What follows belongs to an exercise in optimizing a design on an open flow for small area, a short achievable clock period and few clock cycles; a production flow would make more cautious choices. Where RTL was checked, it was by simulation tests only, not by an equivalence proof against the original. The RTL of runs 2 and 3 was laid out without a check of its function. Power is estimated from default activity; no workload was simulated.

==> design/flow/design.v <==
package icache_types;
  localparam int unsigned LINE_W   = 256;
  localparam int unsigned BEAT_W   = 64;
  localparam int unsigned BEATS    = 4;
  localparam int unsigned WORD_W   = 32;
  localparam int unsigned OFFSET_W = 5;
  localparam int unsigned ADDR_W   = 32;
  localparam int unsigned LINE_A_W = ADDR_W - OFFSET_W;
endpackage
module icache_array (
  input  logic         clk,
  input  logic         wr_en,
  input  logic [2:0]   wr_index,
  input  logic [1:0]   wr_beat,
  input  logic [63:0]  wr_data,
  input  logic [2:0]   rd_index,
  input  logic [2:0]   rd_word,
  output logic [31:0]  rd_data
);
  logic [63:0] data_r [32];
  always_ff @(posedge clk) begin
    if (wr_en) begin
      data_r[{wr_index, wr_beat}] <= wr_data;
    end
  end
  logic [63:0] beat_s;
  always_comb begin
    beat_s  = data_r[{rd_index, rd_word[2:1]}];
    rd_data = rd_word[0] ? beat_s[63:32] : beat_s[31:0];
  end
endmodule
module icache (
  input  logic         clk,
  input  logic         rst,
  input  logic         inst_read,
  input  logic [31:0]  inst_addr,
  output logic [31:0]  inst_rdata,
  output logic         inst_resp,
  output logic         pmem_read,
  output logic [31:0]  pmem_address,
  input  logic [63:0]  pmem_rdata,
  input  logic         pmem_resp,
  output logic [31:0]  hit_count,
  output logic [31:0]  miss_count
);
  logic [7:0]   valid_r;
  logic [23:0]  tag_r [8];
  logic         fill_r;
  logic [26:0]  fill_line_r;
  logic [1:0]   cnt_r;        
  logic         miss_r;       
  logic [31:0]  hc_r;
  logic [31:0]  mc_r;
  logic [2:0]   idx_s;
  logic [23:0]  tag_s;
  logic [1:0]   beat_s;
  logic         hit_s;
  logic         on_fill_s;
  logic         early_s;
  logic         avail_s;
  logic         fwd_s;
  logic         start_s;
  logic         resp_s;
  logic [31:0]  arr_word_s;
  assign idx_s  = inst_addr[7:5];
  assign tag_s  = inst_addr[31:8];
  assign beat_s = inst_addr[4:3];
  always_comb begin
    hit_s     = valid_r[idx_s] && (tag_r[idx_s] == tag_s);
    on_fill_s = fill_r && (idx_s == fill_line_r[2:0]);
    early_s   = beat_s < cnt_r;
    fwd_s     = on_fill_s && !early_s;
    avail_s   = !on_fill_s || early_s || (pmem_resp && (beat_s == cnt_r));
    resp_s    = inst_read && hit_s && avail_s;
    start_s   = inst_read && !hit_s && !fill_r;
  end
  icache_array u_array (
    .clk      (clk),
    .wr_en    (fill_r),
    .wr_index (fill_line_r[2:0]),
    .wr_beat  (cnt_r),
    .wr_data  (pmem_rdata),
    .rd_index (idx_s),
    .rd_word  (inst_addr[4:2]),
    .rd_data  (arr_word_s)
  );
  always_ff @(posedge clk) begin
    if (!rst) begin
      valid_r <= '0;
    end else if (start_s) begin
      valid_r[idx_s] <= 1'b1;
    end
  end
  always_ff @(posedge clk) begin
    if (start_s) begin
      tag_r[idx_s] <= tag_s;
    end
  end
  always_ff @(posedge clk) begin
    if (start_s) begin
      fill_line_r <= inst_addr[31:5];
    end
  end
  always_ff @(posedge clk) begin
    if (!rst) begin
      fill_r <= 1'b0;
      cnt_r  <= 2'd0;
      miss_r <= 1'b0;
      hc_r   <= 32'd0;
      mc_r   <= 32'd0;
    end else begin
      if (start_s) begin
        fill_r <= 1'b1;
        cnt_r  <= 2'd0;
        miss_r <= 1'b1;
        mc_r   <= mc_r + 32'd1;
      end else if (fill_r && pmem_resp) begin
        cnt_r <= cnt_r + 2'd1;
        if (cnt_r == 2'd3) begin
          fill_r <= 1'b0;
        end
      end
      if (resp_s) begin
        miss_r <= 1'b0;
        if (!miss_r) begin
          hc_r <= hc_r + 32'd1;
        end
      end
    end
  end
  assign inst_resp    = resp_s;
  assign inst_rdata   = fwd_s ? (inst_addr[2] ? pmem_rdata[63:32] : pmem_rdata[31:0]) : arr_word_s;
  assign pmem_read    = fill_r || start_s;
  assign pmem_address = fill_r ? {fill_line_r, 5'd0} : {inst_addr[31:5], 5'd0};
  assign hit_count    = (resp_s && !miss_r) ? hc_r + 32'd1 : hc_r;
  assign miss_count   = mc_r;
endmodule
==> design/flow/run.sh <==
#!/bin/bash
# synth_recipe.tcl (not shown) runs the flow's synth.tcl, then flattens the netlist and writes it again
# the make line also repeats each setting of config.mk as NAME=value (left out here)
make -C /OpenROAD-flow-scripts/flow DESIGN_CONFIG=/design/flow/config.mk WORK_HOME=/design/flow/orfs CLKGATE_MAP_FILE= SYNTH_SCRIPT=/design/flow/synth_recipe.tcl finish
==> design/flow/config.mk <==
export PLATFORM = sky130hd
export DESIGN_NAME = icache
export DESIGN_NICKNAME = icache
export VERILOG_FILES = /design/flow/design.v
export SDC_FILE = /design/flow/constraint.sdc
export NUM_CORES = 4
export LEC_CHECK = 0
export CAP_MARGIN = 20
export CORE_MARGIN = 2
export CORE_UTILIZATION = 40
export PLACE_DENSITY = 0.6
export SLEW_MARGIN = 20
==> design/flow/constraint.sdc <==
create_clock -name core_clock -period 5.5 [get_ports {clk}]
set_input_delay 1.1000 -clock core_clock [delete_from_list [all_inputs] [get_ports {clk}]]
set_output_delay 1.1000 -clock core_clock [all_outputs]
set_load 0.01 [all_outputs]
==> flow_summary.yaml, run 1 <==
sta:
  clock_skew_ns: 0.0520
  setup_viol: 0
  final.period_utilization_pct: 99.0
  final_hold_viol_count: 0
  rsz0062_at_grt: "true"
  slew_headroom_pct: 27.6
  timing_worst_slew_pin_value_ns: 1.09
  final.min_clock_period_ns: 5.45
  max_freq_mhz: 184
  slew_violations: 0
floorplanning:
  die_w_um: 481
  ios: 230
  core-area_mm2: 0.225
  initial_core_util_pct: 40.3
  dieHeight_um: 481
  dieArea_mm2: 0.231
  rows: 174
worst_setup_path:
  cp_slowest_cell: "clkdlybuf4s50_1"
  crit_chain: "buf_16 -> buf_12 -> mux4_2 -> mux2i_1 -> xnor2_1 -> nor4_2 -> buf_4 -> nand4_4 -> or2_4 -> buf_4 -> mux2_1 -> clkdlybuf4s50_1"
  reg2reg_depth: 13
  path_delay_family: "buffers and inverters"
  arrival_ns: 4.35
  slowest_delay_ns: 0.53
  crit_start: "inst_addr[6]"
  critPathKind: "input pin to primary output"
  r2r-end: "tag_r[6][2]$_DFFE_PP_"
  path_common_cell: "buf_4"
  cp.required_ns: 4.40
  start_kind: "input pin"
  cp-end-kind: "primary output"
  r2r_slack_ns: 1.52
  crit_buf_inv: 5
  critPathCapture: "hit_count[1]"
  cp.depth: 12
  crit_fanout: 7
  rr_startpoint: "tag_r[6][2]$_DFFE_PP_"
yosys:
  synth_top_cell_area_share_pct: 74.9
  yosysMostFrequentCell: "edfxtp_1"
  synthTopCellsByCount: "edfxtp_1 (2267), mux4_2 (568), clkbuf_1 (143)"
  syn-cell-area_mm2: 0.0908
  synth_flop_cell: "edfxtp_1"
  synthDistinctLibCells: 66
  synth_top_area_cell: "edfxtp_1"
  syn_avg_cell_area_um2: 21.6
  yosysWarnings: 2
  synth_edf_count: 2267
  synth-async-reset-ratio_pct: 0
  ys_seq_area_share_pct: 76.6
  syn_inst: 4211
  yosys-top-cells-area: "edfxtp_1 (75%), mux4_2 (14%), dfxtp_1 (1.7%), mux2i_1 (1.4%), a22oi_1 (0.86%)"
  yosys_register_bits: 2343
clock_tree:
  clockBufferDepth: 3
  clock_latency_ns: 0.86
  cts_max_level: 4
  clk_pin_slew_ns: 0.06
  cts_hold_buf: 0
  cts_tree: "done"
  clock_sinks: 2343
  numCtsBuffers: 225
  cts.root.buffer_cell: "clkbuf_16"
grt:
  grt_use_total_pct: 21.0
  grt_overflow_total: 0
  grt_first_pass_wirelength_um: 345000
  antenna_found_initial: 11
  grt_pass1_vias: 46300
  grt_max_degree: 68
routing:
  vias: 46600
  drt_iter0_markers: 5751
  ant_nets: 0
  routed_via_density: 5.83
  wl_um: 245000
  drc: 0
  dr.pass1.iters: 5
  wl_per_cell_um: 30.7
worst_hold_path:
  hp-class: "flop to flop"
cells_and_area:
  layout-drive-gt1-share_pct: 27.9
  nets: 4921
  final_area_mm2: 0.107
  area_delta_synth_final_pct: 17.9
  final_util_pct: 47.5
place:
  port_buffers: 222
  dpl.hpwl_um: 138000
  gp_congestion: 0.796
  place_area_mm2: 0.0998
job:
  maxCapViolations: 0
run_status:
  outcome: "finished clean"
pwr:
  powerDensity_mw_per_mm2: 343
  peakVddDrop_mv: 0.345
  power.leakage_nw: 34.3
## worst min-delay path by stage
stage               depth (start not counted)               startpoint  slack (ns)                      end
global placement                            2  valid_r[7]$_SDFFE_PN0P_        0.44  valid_r[7]$_SDFFE_PN0P_
CTS                                         2  valid_r[1]$_SDFFE_PN0P_        0.47  valid_r[1]$_SDFFE_PN0P_
floorplan                                   2  valid_r[6]$_SDFFE_PN0P_        0.43  valid_r[6]$_SDFFE_PN0P_
detailed placement                          2  valid_r[1]$_SDFFE_PN0P_        0.46  valid_r[1]$_SDFFE_PN0P_
finish                                      2    mc_r[31]$_SDFFE_PN0P_        0.47    mc_r[31]$_SDFFE_PN0P_
global route                                2    mc_r[31]$_SDFFE_PN0P_        0.49    mc_r[31]$_SDFFE_PN0P_
## metrics by stage
stage / power [W] / TNS (ns) / hold WS [ns] / instances / setup WS (ns)
4_1_cts: 0.0370 / -0.0265 / 0.475 / 7989 / -0.0265
2_1_floorplan: 0.0212 / 0 / 0.432 / 4215 / 0.0370
3_3_place_gp: 0.0222 / -16.82 / 0.441 / 7562 / -0.630
5_1_grt: 0.0378 / -0.0243 / 0.495 / 7994 / -0.0243
6_report: 0.0367 / 0 / 0.474 / 7996 / 0.0524
3_5_place_dp: 0.0223 / -17.43 / 0.460 / 7563 / -0.641
## flip-flops by register name (all words and copies together), names as in the netlist
register / cells
mc_r: 32
u_array.data_r: 2048
valid_r: 8
tag_r: 192
fill_line_r: 27
miss_r: 1
fill_r: 1
hc_r: 32
cnt_r: 2
## layout make-up
class	instances	area [um2]
Fill cell	18500	118000
Sequential cell	2343	69600
Multi-Input combinational cell	1608	20600
Timing Repair Buffer	613	6150
Clock buffer	301	6120
Tap cell	2992	3740
Clock inverter	119	895
Inverter	18	72.6
Antenna cell	2	5.00
## power by group
part	internal, W	switching [W]
clock network	0.00817	0.00663
logic	0.000940	0.00124
registers	0.0197	0.0000355
## worst min-delay path, cell delays in order, from the launching register on
cell and delay, ns:
dfxtp_1 0.32, nand2_1 0.06, mux2i_1 0.05
## routing by layer
layer  part of all wire (%)  up-vias  GRT usage (%)
met2                     48     2075           33.4
met4                    2.5        4           5.66
li1                       -    19000              -
met3                    7.5      345           3.24
met5                  0.013        -              0
met1                     42    25200           30.2
## cell families after synthesis
kind of cell               share of synthesized area (%)
muxes                                               16.2
xor gates and xnor gates                           0.540
DFF                                                 76.6
and+or+nand+nor                                     2.33
AOI/OAI and AO/OA                                   2.89
adders and majority gates                          0.165
other                                            0.00413
buffers and inverters                               1.21
## cells in the final DEF (no fill, tap or decap), types with 31 or more instances in the layout
| cell type | count |
|---|---|
| o221ai_1 | 32 |
| a22oi_1 | 104 |
| buf_4 | 316 |
| xor2_1 | 39 |
| edfxtp_1 | 2267 |
| clkinv_2 | 40 |
| mux4_2 | 568 |
| clkbuf_1 | 66 |
| o21ai_0 | 44 |
| mux2_2 | 56 |
| nor2_4 | 34 |
| nand2_1 | 67 |
| nand3_1 | 82 |
| clkinv_1 | 60 |
| clkdlybuf4s50_1 | 184 |
| a21oi_1 | 69 |
| dfxtp_1 | 75 |
| mux2i_1 | 128 |
| buf_12 | 71 |
| a22o_1 | 31 |
| nor2_1 | 59 |
| clkbuf_16 | 237 |
## timing repair
| action | CTS | global route |
|---|---|---|
| setup endpoints to repair | 36 | 26 |
| hold endpoints to repair | 0 | 0 |
| gates cloned | 0 | 2 |
| gates resized for setup | 40 | 22 |
| pin swaps | 7 | 8 |
| buffers inserted | 6 | 3 |
Testbench counts, summed over its fixed seeds: cycles 67,773.
==> run 2: changes to the inputs <==
--- a/design/flow/design.v
+++ b/design/flow/design.v
@@ -23,10 +23,13 @@
       data_r[{wr_index, wr_beat}] <= wr_data;
     end
   end
-  logic [63:0] beat_s;
+  logic [63:0] sel_s;
   always_comb begin
-    beat_s  = data_r[{rd_index, rd_word[2:1]}];
-    rd_data = rd_word[0] ? beat_s[63:32] : beat_s[31:0];
+    sel_s   = 64'd1 << {rd_index, rd_word};
+    rd_data = '0;
+    for (int j = 0; j < 64; j++) begin
+      rd_data = rd_data | ({32{sel_s[j]}} & data_r[j >> 1][(j & 1)*32 +: 32]);
+    end
   end
 endmodule
 module icache (
@@ -54,6 +57,7 @@
   logic [2:0]   idx_s;
   logic [23:0]  tag_s;
   logic [1:0]   beat_s;
+  logic [7:0]   eq_s;
   logic         hit_s;
   logic         on_fill_s;
   logic         early_s;
@@ -66,7 +70,10 @@
   assign tag_s  = inst_addr[31:8];
   assign beat_s = inst_addr[4:3];
   always_comb begin
-    hit_s     = valid_r[idx_s] && (tag_r[idx_s] == tag_s);
+    for (int j = 0; j < 8; j++) begin
+      eq_s[j] = valid_r[j] && (tag_r[j] == tag_s);
+    end
+    hit_s     = eq_s[idx_s];
     on_fill_s = fill_r && (idx_s == fill_line_r[2:0]);
     early_s   = beat_s < cnt_r;
     fwd_s     = on_fill_s && !early_s;
@@ -132,6 +139,6 @@
   assign inst_rdata   = fwd_s ? (inst_addr[2] ? pmem_rdata[63:32] : pmem_rdata[31:0]) : arr_word_s;
   assign pmem_read    = fill_r || start_s;
   assign pmem_address = fill_r ? {fill_line_r, 5'd0} : {inst_addr[31:5], 5'd0};
-  assign hit_count    = (resp_s && !miss_r) ? hc_r + 32'd1 : hc_r;
+  assign hit_count    = (inst_read && !miss_r) ? hc_r + 32'd1 : hc_r;
   assign miss_count   = mc_r;
 endmodule
==> run 2 against run 1 <==
Critical endpoint is now inst_rdata[16]; sequential share of layout area shrank 1.6 points; largest cell class unchanged; utilization grew 2.6 points; clock power grew 11%; power grew 3.1%; combinational power shrank 22%; hold slack lost 0.016 ns; the layout now fails its checks (negative setup slack).
==> flow_summary.yaml, run 2 <==
run_status:
  outcome: "complete, but fails checks"
  so_faults: "negative setup slack"
cells_and_area:
  layout-drive-gt1-share_pct: 19.5
  fillers: 17800
  top_register: "u_array.data_r"
  final_util_pct: 50.1
  top_regs: "u_array.data_r (2048), tag_r (192)"
  final_common_cell: "edfxtp_1"
  largest_reg_flops: 2048
  regArea_mm2: 0.0696
  nets: 6248
  final_cell_mix: "edfxtp_1 (2267), a22oi_1 (1005), buf_4 (455), nand2_1 (374), clkbuf_16 (239)"
  multi_input_area_mm2: 0.0183
  final_cells: 9212
  area_delta_synth_final_pct: 24.6
routing:
  drt_iter0_markers: 9695
  ant_nets: 0
  wl_um: 329000
  wl_per_cell_um: 35.7
  routed_via_density: 6.30
  drc: 0
  vias: 58000
  dr.pass1.iters: 6
yosys:
  yosys-top-cells-area: "edfxtp_1 (77%), a22oi_1 (8.6%), dfxtp_1 (1.7%), xor2_1 (1.7%), nand2_1 (1.6%)"
  syn_inst: 5268
  synth-async-reset-ratio_pct: 0
  synth_compound_area_share_pct: 9.68
  syn_avg_cell_area_um2: 16.7
  yosysWarnings: 2
  yosysMostFrequentCell: "edfxtp_1"
  synth_top_family_by_area: "compound AO/OA/AOI/OAI gates"
  synthTopCellsByCount: "edfxtp_1 (2267), a22oi_1 (1008), nand2_1 (374)"
  synthAdderAreaFrac_pct: 0.170
  synth_flop_cell: "edfxtp_1"
  synth-simple-area-share_pct: 6.36
  synth_top_cell_area_share_pct: 77.2
  synthDistinctLibCells: 66
  yosys_register_bits: 2343
  ys_seq_area_share_pct: 79.0
  syn-cell-area_mm2: 0.0881
  synthMuxAreaShare_pct: 0.910
  synth_edf_count: 2267
  synth_top_area_cell: "edfxtp_1"
  synth_xor_xnor_area_share_pct: 2.41
floorplanning:
  rows: 172
  core-area_mm2: 0.219
  ios: 230
  dieArea_mm2: 0.224
  dieHeight_um: 473
  initial_core_util_pct: 40.2
  die_w_um: 473
worst_setup_path:
  cp-end-kind: "primary output"
  cp.required_ns: 4.40
  start_kind: "input pin"
  critPathKind: "input pin to primary output"
  crit_fanout: 8
  arrival_ns: 4.44
grt:
  grt_use_total_pct: 28.4
  antenna_found_initial: 13
  grt_max_degree: 65
  grt_overflow_total: 0
  top_usage_layer: "met2"
  met1_usage_pct: 38.6
  use_met2_pct: 44.0
  grt_pass1_vias: 54600
  grt_first_pass_wirelength_um: 443000
  gr-usage-met3_pct: 6.49
place:
  port_buffers: 222
  dpl.hpwl_um: 187000
  dp_slack_ns: -0.365
  dp_cells: 8654
  gp_congestion: 0.848
sta:
  max_freq_mhz: 181
  tns_ns: -0.0397
  final_hold_viol_count: 0
  final.min_clock_period_ns: 5.54
  clock_skew_ns: 0.0580
  final.period_utilization_pct: 101
  slew_violations: 0
  setup_viol: 1
  holdWs_ns: 0.458
  slew_headroom_pct: 16.7
  rsz0062_at_grt: "true"
  setup_ws_ns: -0.0397
  timing_worst_slew_pin_value_ns: 1.25
clock_tree:
  clock_latency_ns: 0.88
  clock_sinks: 2343
  cts.root.buffer_cell: "clkbuf_16"
  cts_tree: "done"
  clockBufferDepth: 3
  clk_pin_slew_ns: 0.06
  cts_max_level: 4
  numCtsBuffers: 231
pwr:
  powerDensity_mw_per_mm2: 344
  power.leakage_nw: 36.4
  peakVddDrop_mv: 0.353
job:
  maxCapViolations: 0
worst_hold_path:
  hp-class: "flop to flop"
run 2: changes by cell type after synthesis, moves of 55 or more:
| cell | before | now |
|---|---|---|
| a22oi_1 | 104 | 1008 |
| nand2_1 | 67 | 374 |
| nor3_1 | 13 | 82 |
| nand4_1 | 14 | 181 |
| mux2i_1 | 130 | 52 |
| xnor2_1 | 17 | 72 |
| nor4_1 | 18 | 115 |
| mux4_2 | 568 | 0 |
| nor2_1 | 92 | 217 |
| xor2_1 | 39 | 171 |
| clkbuf_1 | 143 | 211 |
run 2: final cells by class:
cell class              instances  share of cell area (%)
repair buffers                915                    9.45
clock buffers                 283                    5.54
clock inverters               151                    1.65
multi-input cells            2624                    16.7
inverters                      21                  0.0717
flip-flops and latches       2343                    63.3
well taps                    2871                    3.27
diodes                          4                 0.00911
run 2: kinds of logic (layout without fill, tap and decap cells):
family	count (synthesis)	in the layout
DFF	2343	2343
AOI/OAI and AO/OA	1146	1146
and+or+nand+nor	1140	1141
buffers and inverters	306	1370
xor gates and xnor gates	243	243
muxes	77	77
adders and majority gates	12	12
other	1	9
run 2: final timing paths:
path	slack, ns	endpoint	from	cells after the start
min reg2reg	0.46	valid_r[3]$_SDFFE_PN0P_	valid_r[3]$_SDFFE_PN0P_	2
max	-0.04	inst_rdata[16]	inst_addr[6]	16
min	0.46	valid_r[3]$_SDFFE_PN0P_	valid_r[3]$_SDFFE_PN0P_	2
max reg2reg	2.02	u_array.data_r[31][3]$_DFFE_PP_	fill_r$_SDFFE_PN0P_	4
run 2: layer usage:
layer  up-vias  wire [um]
met5         -         56
li1      23100          -
met4         8      15700
met3       775      44700
met1     29600     120000
met2      4602     148000
run 2: power by group:
group	leakage [nW]	internal [W]	switching, W
logic	11.6	0.000594	0.00109
registers	21.0	0.0197	0.0000349
clock network	3.84	0.00949	0.00696
total	36.4	0.0298	0.00809
run 2: stage by stage:
step	instance area, um2	power (W)
after floorplan	88200	0.0206
after global placement	100000	0.0217
after detailed placement	100000	0.0217
after CTS	109000	0.0379
after global routing	110000	0.0387
final	110000	0.0378
run 2: worst max-delay path, stage by stage:
cell and delay (ns):
clkdlybuf4s50_1 0.42, buf_6 0.16, buf_4 0.14, nand3b_1 0.08, buf_4 0.16, nor2_4 0.10
buf_4 0.20, buf_4 0.18, a22oi_1 0.29, nand4_1 0.17, nor4_2 0.34, nand3_1 0.12
nor2_1 0.23, a21oi_2 0.08, buf_4 0.16, clkdlybuf4s50_1 0.49
run 2: timing repair:
item	4_1_cts	5_1_grt
gates resized for setup	46	57
gates cloned	3	5
setup buffers	57	54
setup endpoints to repair	29	32
pin swaps	11	16
hold buffers	0	0
==> run 3: changes to the inputs <==
--- a/design/flow/config.mk
+++ b/design/flow/config.mk
@@ -7,6 +7,8 @@
 export LEC_CHECK = 0
 export CAP_MARGIN = 20
 export CORE_MARGIN = 2
-export CORE_UTILIZATION = 40
-export PLACE_DENSITY = 0.6
+export CORE_UTILIZATION = 65
+export CTS_BUF_LIST = sky130_fd_sc_hd__clkbuf_8
+export CTS_CLUSTER_SIZE = 30
+export PLACE_DENSITY = 0.75
 export SLEW_MARGIN = 20
==> run 3 against run 2 <==
Now clean on timing, DRC and antenna; sequential power is essentially flat; via count up 2.0%; synthesized area is the same; clock-buffer cell count grew 94; synthesized cell count unchanged; utilization increased by 27 points; design area is 5.8% lower; clock power shrank 21%; critical path type unchanged; largest power group unchanged.
==> flow_summary.yaml, run 3 <==
run_status:
  outcome: "finished clean"
sta:
  slew_headroom_pct: 17.7
  final.period_utilization_pct: 98.7
  slew_violations: 0
  max_freq_mhz: 184
  clock_skew_ns: 0.0526
  timing_worst_slew_pin_value_ns: 1.23
  final_hold_viol_count: 0
  setup_ws_ns: 0.0704
  rsz0062_at_grt: "false"
  setup_viol: 0
  final.min_clock_period_ns: 5.43
clock_tree:
  clockBufferDepth: 4
  clock_latency_ns: 1.09
  clock_sinks: 2343
  cts_max_level: 5
  clk_pin_slew_ns: 0.06
  numCtsBuffers: 367
  cts.root.buffer_cell: "clkbuf_8"
  cts_tree: "done"
yosys:
  yosys-top-cells-area: "edfxtp_1 (77%), a22oi_1 (8.6%), dfxtp_1 (1.7%), xor2_1 (1.7%), nand2_1 (1.6%)"
  yosysWarnings: 2
  syn_avg_cell_area_um2: 16.7
  synth_flop_cell: "edfxtp_1"
  syn_inst: 5268
  synth_top_cell_area_share_pct: 77.2
  syn-cell-area_mm2: 0.0881
  synthTopCellsByCount: "edfxtp_1 (2267), a22oi_1 (1008), nand2_1 (374)"
  synth_edf_count: 2267
  yosysMostFrequentCell: "edfxtp_1"
  synthDistinctLibCells: 66
  synth-async-reset-ratio_pct: 0
  synth_top_area_cell: "edfxtp_1"
  ys_seq_area_share_pct: 79.0
  yosys_register_bits: 2343
routing:
  dr.pass1.iters: 8
  drt_iter0_markers: 12600
  drc: 0
  ant_nets: 0
  routed_via_density: 7.36
  wl_um: 304000
  wl_per_cell_um: 37.9
  vias: 59200
worst_hold_path:
  hp-class: "flop to flop"
  worstHoldStart: "valid_r[2]$_SDFFE_PN0P_"
floorplanning:
  initial_core_util_pct: 65.3
  dieHeight_um: 372
  ios: 230
  dieArea_mm2: 0.139
  die_w_um: 372
  core-area_mm2: 0.135
  rows: 135
grt:
  grt_pass1_vias: 56500
  grt_max_degree: 65
  antenna_found_initial: 12
  grt_use_total_pct: 43.8
  grt_overflow_total: 0
  grt_first_pass_wirelength_um: 416000
worst_setup_path:
  arrival_ns: 4.33
  cp-end-kind: "primary output"
  cp.required_ns: 4.40
  crit_start: "inst_addr[5]"
  crit_fanout: 19
  critPathKind: "input pin to primary output"
  start_kind: "input pin"
  rr_startpoint: "fill_r$_SDFFE_PN0P_"
place:
  dp_slack_ns: -0.239
  gp_congestion: 0.900
  dpl.hpwl_um: 164000
  port_buffers: 222
pwr:
  total_power_w: 0.0344
  power.leakage_nw: 34.3
  peakVddDrop_mv: 0.287
  powerDensity_mw_per_mm2: 332
cells_and_area:
  top_register: "u_array.data_r"
  layout-drive-gt1-share_pct: 15.8
  largest_reg_flops: 2048
  final_util_pct: 76.7
  area_delta_synth_final_pct: 17.4
  final_cell_mix: "edfxtp_1 (2267), a22oi_1 (1008), clkbuf_8 (377), nand2_1 (374), buf_4 (268)"
  final_common_cell: "edfxtp_1"
  nets: 6112
  top_regs: "u_array.data_r (2048), tag_r (192)"
job:
  maxCapViolations: 0
## run 3: cells by family (layout without fill, tap and decap cells)
family | after synthesis | after routing | synth area share, %
AO/OA/AOI/OAI | 1146 | 1146 | 9.68
XOR/XNOR | 243 | 243 | 2.41
adder cells (fa/ha/maj) | 12 | 12 | 0.170
buffers and inverters | 306 | 1275 | 1.51
flip-flops | 2343 | 2343 | 79.0
multiplexers | 77 | 77 | 0.910
other | 1 | 20 | 0.00425
AND/OR/NAND/NOR | 1140 | 1140 | 6.36
## run 3: worst paths after layout
check        depth (start not counted)  slack [ns]                          endpoint
max                                 13        0.07                    inst_rdata[15]
min                                  2        0.47           valid_r[2]$_SDFFE_PN0P_
max reg2reg                          4        1.96  u_array.data_r[12][14]$_DFFE_PP_
min reg2reg                          2        0.47           valid_r[2]$_SDFFE_PN0P_
## run 3: through the flow
stage / area (um2) / hold slack, ns / std cells / TNS (ns)
after CTS: 103000 / 0.463 / 8021 / 0
after global placement: 97100 / 0.441 / 7404 / -1.97
after floorplan: 88200 / 0.425 / 5272 / 0
final: 104000 / 0.467 / 8037 / 0
after global routing: 103000 / 0.484 / 8025 / 0
after detailed placement: 97100 / 0.449 / 7404 / -2.39
## run 3: where the power goes
group	switching, W	internal [W]	leakage, nW	total [W]
Combinational	0.00104	0.000528	9.56	0.00157
Sequential	0.0000373	0.0197	21.0	0.0197
Clock	0.00658	0.00652	3.68	0.0131
## run 3: routing by layer
metal / global-route usage, % / vias to the layer above / wire [um]
met5: 0 / - / 291
met4: 27.5 / 18 / 22700
met3: 15.9 / 1475 / 54400
met2: 64.4 / 6637 / 133000
met1: 55.9 / 28300 / 93800
li1: - / 22800 / -
## run 3: final cells by class
cell class	instances	area, um2
timing repair buffer	644	7300
antenna	15	37.5
multi-input combinational	2623	18000
tap	1781	2230
fill	7363	31500
sequential	2343	69600
clock inverter	233	1060
clock buffer	377	5190
inverter	21	78.8
## run 3: critical path, stage by stage
cell and delay (ns):
dlygate4sd2_1 0.42, or3b_2 0.55, buf_12 0.19, nor2_4 0.23, buf_12 0.30, a22oi_1 0.15, nand4_1 0.14, nor4_1 0.08
nand3_1 0.10, nor2_1 0.04, a21oi_1 0.23, buf_4 0.20, clkdlybuf4s50_1 0.54
## run 3: what timing repair did
action	4_1_cts	5_1_grt
pin swaps	3	0
resized for setup	11	4
buffers inserted	7	0
setup endpoints to repair	29	4
hold buffers	0	0

==> port drivers added, routing unchanged <==
The flow's constraints put no driver on any port. The routed layouts listed below were extracted and timed again, unchanged, in two steps.
Step 1 assumes that a clkbuf_16 drives the clock port and a buf_2 every other input.
Step 2 times the ports against the registers' clock, not the clock port: input delays grow and output delays shrink by t, the midpoint of the rising clock arrivals with the driver on.
a / b / c = no drivers / after step 1 / after step 2; a / b = the first two.
| run | t (ns) | setup WS [ns] | worst hold slack (ns) | worst setup path after step 2 | worst register clock-pin slew, ns |
|---|---|---|---|---|---|
| run 1 | 0.927 | 0.052 / -0.157 / -0.157 | 0.474 / 0.474 / 0.474 | input to output | 0.07 / 0.07 |
| run 2 | 0.961 | -0.040 / -0.065 / -0.065 | 0.458 / 0.458 / 0.458 | input to output | 0.07 / 0.07 |
| run 3 | 1.144 | 0.070 / 0.029 / 0.029 | 0.467 / 0.467 / 0.467 | input to output | 0.07 / 0.07 |
With both steps, setup timing fails in run 1, where it was met with ideal ports. The setup slack of run 1, which loses most, moves by -0.209 ns with the drivers and by -0.209 ns with both steps.
